What follows belongs to an exercise in optimizing a design on an open flow for small area, a short achievable clock period and few clock cycles; a production flow would make more cautious choices.
Only simulation tests tie the RTL to the original design; equivalence was not proved.
Power and IR drop assume default switching activity.

==> flow/design.v (outline; a module is shown in full before it is edited, if it fits) <==
// module csc_apb_regs: 50 lines
// module csc_sequencer: 89 lines
// module chroma_upsampler: 77 lines
// module fir_a: 292 lines
// module fir_b: 4 lines
// module rgb_matrix: 75 lines
// module pix_s0: 893 lines
// module pix_s1: 112 lines
// module csc_top: 75 lines
// module csc_chip: 35 lines
module csc_chip (
	input logic CLOCK_50_I,
	input logic resetn,
	input logic psel,
	input logic penable,
	input logic pwrite,
	input logic [7:0] paddr,
	input logic [31:0] pwdata,
	output logic [31:0] prdata,
	output logic pready,
	output logic pslverr,
	output logic mem_en,
	output logic mem_we,
	output logic [17:0] mem_addr,
	output logic [15:0] mem_wdata,
	input logic [15:0] mem_rdata
);
  // ...
==> flow/run.sh <==
#!/bin/bash
# synth_recipe.tcl (not shown) runs the flow's synth.tcl, then flattens the netlist and writes it again
# the make line also repeats each setting of config.mk as NAME=value (left out here)
make -C /OpenROAD-flow-scripts/flow DESIGN_CONFIG=/design/flow/config.mk WORK_HOME=/design/flow/orfs CLKGATE_MAP_FILE= SYNTH_SCRIPT=/design/flow/synth_recipe.tcl finish
==> flow/config.mk <==
export PLATFORM = sky130hd
export DESIGN_NAME = csc_chip
export DESIGN_NICKNAME = csc_chip
export VERILOG_FILES = /design/flow/design.v
export SDC_FILE = /design/flow/constraint.sdc
export NUM_CORES = 4
export LEC_CHECK = 0
export ABC_AREA = 1
export CAP_MARGIN = 20
export CORE_MARGIN = 2
export CORE_UTILIZATION = 65
export PLACE_DENSITY = 0.75
export SETUP_SLACK_MARGIN = 5
export SLEW_MARGIN = 20
==> flow/constraint.sdc <==
create_clock -name core_clock -period 10.0 [get_ports {CLOCK_50_I}]
set_input_delay 2.0000 -clock core_clock [delete_from_list [all_inputs] [get_ports {CLOCK_50_I}]]
set_output_delay 2.0000 -clock core_clock [all_outputs]
set_load 0.01 [all_outputs]
==> impl_metrics.tcl, run 1 <==
set metrics [dict create \
    p_clk_frac 0.489 \
    place_congestion 0.9999 \
    tap_cells 525 \
    setup_viol_count_final 0 \
    power.group.top "registers" \
    outcome "timing/DRC/antenna clean" \
    fin_util 0.7222 \
    hold_viol 0 \
    drive_above_1_share 0.03875 \
    switching_power_w 0.0006517 \
    r2r_cells 17 \
    min_to "u_csc.u_seq.j[0]" \
    cp_top_family "adder cells" \
    die_y_microns 203.9 \
    multi_input_area_sq_mm 0.01424 \
    whs_ps 430.7 \
    grt_util_met2 0.5961 \
    grt_max_degree 60 \
    p_per_area_mw_per_mm2 104.1 \
    wl_met1_mm 28.14 \
    yosysMostFrequentCell "inv_1" \
    synth_area_sq_mm 0.02597 \
    num_rows 73 \
    grt_pass1_vias 20910 \
    period_needed_ps 4731 \
    yosys.area_share.simple 0.1692 \
    crit_fanout 5 \
    clock_area_frac 0.04565 \
    slew_viol_final 0 \
    power_w 0.002972 \
    final_area_sq_mm 0.02856 \
    die_area_sq_mm 0.04158 \
    drt_iter0_drc 1571 \
    synth_top_family_by_area "adder cells" \
    p_int_w 0.002321 \
    p_seq_w 0.00148 \
    numClockSinks 343 \
    fin_crit_sh 0.4731 \
]
Testbench counts, summed over its fixed seeds: cycles 384,224.
==> inputs of run 2 (changes only) <==
--- a/flow/config.mk
+++ b/flow/config.mk
@@ -7,3 +7,2 @@
 export LEC_CHECK = 0
-export ABC_AREA = 1
 export CAP_MARGIN = 20
==> run 2 against run 1 <==
Compared with the run above: still clean; global-route usage is 4.4 points lower; clock-buffer cell count fell by 3; worst setup slack got worse by 110 ps; cell area decreased by 6.4%; core utilization up 0.62 points; clock power down 7%; routed wire length is 19% lower; flip-flop and latch count did not move; synthesized cell count is 23% lower; critical path depth down 1; combinational power grew to 41 times the previous value; sequential share of layout area rose by 2.1 points; critical path type unchanged; largest cell class unchanged.
==> impl_metrics.tcl, run 2 <==
set metrics [dict create \
    outcome "timing/DRC/antenna clean" \
    async_flop_share 0.05539 \
    cpMostUsedCell "inv_1" \
    core_sq_mm 0.03670 \
    final_cell_mix "inv_1, ha_1, fa_1, edfxtp_1, dfxtp_1" \
    slowest_delay_ps 690 \
    start_kind "flop" \
    vias 16560 \
    setup_viol_count_final 0 \
    synth_area_sq_mm 0.02429 \
    end_kind "flop" \
    synth.yosys.warnings 4 \
    drive_above_1_share 0.06598 \
    multi_input_area_sq_mm 0.01327 \
    die_y_microns 197.3 \
    port_buffers 78 \
    viasPerCell 5.693 \
    synthCells 2328 \
    syn_to_final_growth_pct 10.06 \
    vdd_ir_drop_max_mv 0.1612 \
    clkTransAtPathRegs_ps 60 \
    cts_root_buf "clkbuf_16" \
    synth_top_area_cell "edfxtp_1" \
    initial_core_util 0.6619 \
    yosysSeqAreaShare 0.3628 \
    drt_wl_total_mm 57.13 \
    antenna_found_initial 2 \
    synth_top_area_share 0.2287 \
    maxSlewHeadroom 0.2687 \
    worstMarginPinSlew_ps 1086 \
    die_area_sq_mm 0.03893 \
    yosysMostFrequentCell "inv_1" \
    num_rows 70 \
    crit_fanout 8 \
    synth_edf_count 185 \
    skew_ps 11.82 \
    rsz0062_at_grt "no" \
    grt_pass1_vias 17120 \
    grt.overflow.total 0 \
    hp-class "flop to flop" \
    ys_seq_elements 343 \
    dp_hpwl_mm 44.75 \
    fin_util 0.7284 \
    yosys-top-cells-count "inv_1, ha_1, fa_1" \
    worst-setup-path-type "flop to flop" \
    avgSynthCellArea_sq_um 10.43 \
    clockBufferDepth 3 \
    firstDrtPassIters 5 \
    slowest_stage "edfxtp_1" \
    synth_area_leaders "edfxtp_1, fa_1, ha_1" \
    layout_commonest_cell "inv_1" \
    fin_nets 2911 \
    wl_per_cell_microns 19.64 \
    cp.required_ps 10480 \
    postPlaceCellArea_sq_mm 0.02542 \
    htree_levels 2 \
    fillerInstances 2635 \
    io_pins 131 \
    slew_viol_final 0 \
    register_area_sq_mm 0.008815 \
    path_cells "inv_1 -> fa_1 -> inv_1 -> ha_1 -> a21o_1 -> fa_1 -> inv_1 -> fa_1 -> inv_1 -> ha_1 -> o21a_1 -> and4_1 -> a21oi_1 -> o21ai_0 -> a31oi_1 -> xnor2_1" \
    final_area_sq_mm 0.02673 \
    p_per_area_mw_per_mm2 179.6 \
    antenna_left 0 \
    grt_usage 0.3037 \
    numClockSinks 343 \
    drc_errors 0 \
    setup_tns_ps 0 \
    grt_max_degree 49 \
    cts_tree "yes" \
    fin_crit_sh 0.4846 \
    hold_viol 0 \
    cts_buffers 38 \
    hold_buffers 0 \
    grt_pass1_wl_mm 89.47 \
    place_congestion 0.9587 \
    p_leak_nw 12.29 \
    period_needed_ps 4846 \
    die_w_microns 197.3 \
    drt_iter0_drc 989 \
    synth.distinct_cells 82 \
    maxCapViolCount 0 \
    clk_latency_ps 560 \
    fmax_ghz 0.2064 \
    synth_ff_type "edfxtp_1" \
    arrival_ps 5320 \
    reg.largest.list "u_csc.u_ups.wu x56, u_csc.u_ups.wv x56" \
]
[run 2: cell types whose count changed after synthesis, sizes merged, moves of 33 or more]
cell | previous run | this run
mux2 | 0 | 37
inv | 678 | 502
o21ai | 173 | 89
nand3 | 145 | 22
mux2i | 12 | 45
nand2 | 631 | 117
a21oi | 160 | 117
xnor2 | 12 | 55
[run 2: final cells by class]
class                   instances  area share
multi-input cells            1422      0.4965
flip-flops and latches        343      0.3297
well taps                     468     0.02190
diodes                          1  0.00009361
clock buffers                  48     0.03815
inverters                     503     0.07077
repair buffers                104     0.03651
clock inverters                20    0.006366
[run 2: cell families after synthesis]
group           count (synthesis)  share of synthesized area
simple gates                  418                    0.08191
fa+ha+maj                     438                     0.2908
xor+xnor                       93                    0.03353
mux                            90                    0.04312
buf+inv                       582                    0.09380
other cells                     2                  0.0003092
compound gates                362                    0.09365
flops                         343                     0.3628
[run 2: power by group]
group,switching (W),internal [W],total (W)
sequential,0.000123,0.00168,0.00181
combinational,0.000939,0.000707,0.00165
clock,0.000571,0.000776,0.00135
total,0.00163,0.00317,0.00480
[run 2: timing repair]
item	in CTS	in global routing
resized for setup	1	0
setup buffers	1	14
setup endpoints to repair	1	5
[run 2: stage by stage]
stage	hold slack, ps	setup slack (ps)	instances	power (W)
after floorplan	374.0	5814	2347	0.002969
after global placement	415.8	5059	2825	0.003394
after detailed placement	423.0	5002	2825	0.003458
after CTS	438.7	5056	2894	0.004814
after global routing	457.5	5008	2908	0.005093
final	438.0	5154	2909	0.004800
[run 2: worst max-delay path, delay by kind of cell, from the launching register on]
family	cells	cell delay [ps]
adder cells (fa/ha/maj)	5	2200
AO/OA/AOI/OAI	5	990
flip-flops	1	690
buffers and inverters	4	480
AND/OR/NAND/NOR	1	220
XOR/XNOR	1	170
[run 2: worst paths after layout]
kind / end / depth (start not counted) / startpoint / slack, ps
setup reg to reg: u_csc.u_mat.mg2[5] / 16 / u_csc.u_mat.yw[12] / 5150
hold / removal: u_csc.u_seq.j[0] / 1 / u_csc.u_seq.j[4] / 440
hold reg to reg: u_csc.u_seq.j[0] / 1 / u_csc.u_seq.j[4] / 440
max in group asynchronous: u_csc.u_seq.mem_en / 1 / resetn / 7510
setup / recovery: u_csc.u_mat.mg2[5] / 16 / u_csc.u_mat.yw[12] / 5150
min in group asynchronous: u_csc.u_regs.pairs[4] / 1 / resetn / 1950
[run 2: routing by layer]
layer,part of all wire,up-vias,global-route usage
met1,0.40,8129,0.3739
li1,-,7742,-
met2,0.50,521,0.5197
met3,0.053,166,0.04217
met5,0.00028,-,0
met4,0.056,2,0.1662

static timing again, ports no longer ideal:
Ports are ideal in the flow. The routed layouts listed here were re-timed in OpenROAD. Step 1 assumes that a clkbuf_16 drives the clock port and a buf_2 every other input. Step 2, shift: input delay + t, output delay - t, t = (earliest + latest rising clock arrival at the registers) / 2. This alone moves slack from input paths to output paths. Three values: no drivers, after step 1, after step 2; two values: the first two.
| run | t, ns | slack for setup (ns) | worst setup path at the end | worst register clock-pin slew, ns | cell pins on the clock port's net |
|---|---|---|---|---|---|
| run 1 | 0.631 | 5.269 / 5.269 / 5.269 | register to register | 0.07 / 0.07 | 1 |
| run 2 | 0.611 | 5.154 / 5.154 / 5.154 | register to register | 0.07 / 0.07 | 1 |
After both steps setup and hold are still met in every run listed.
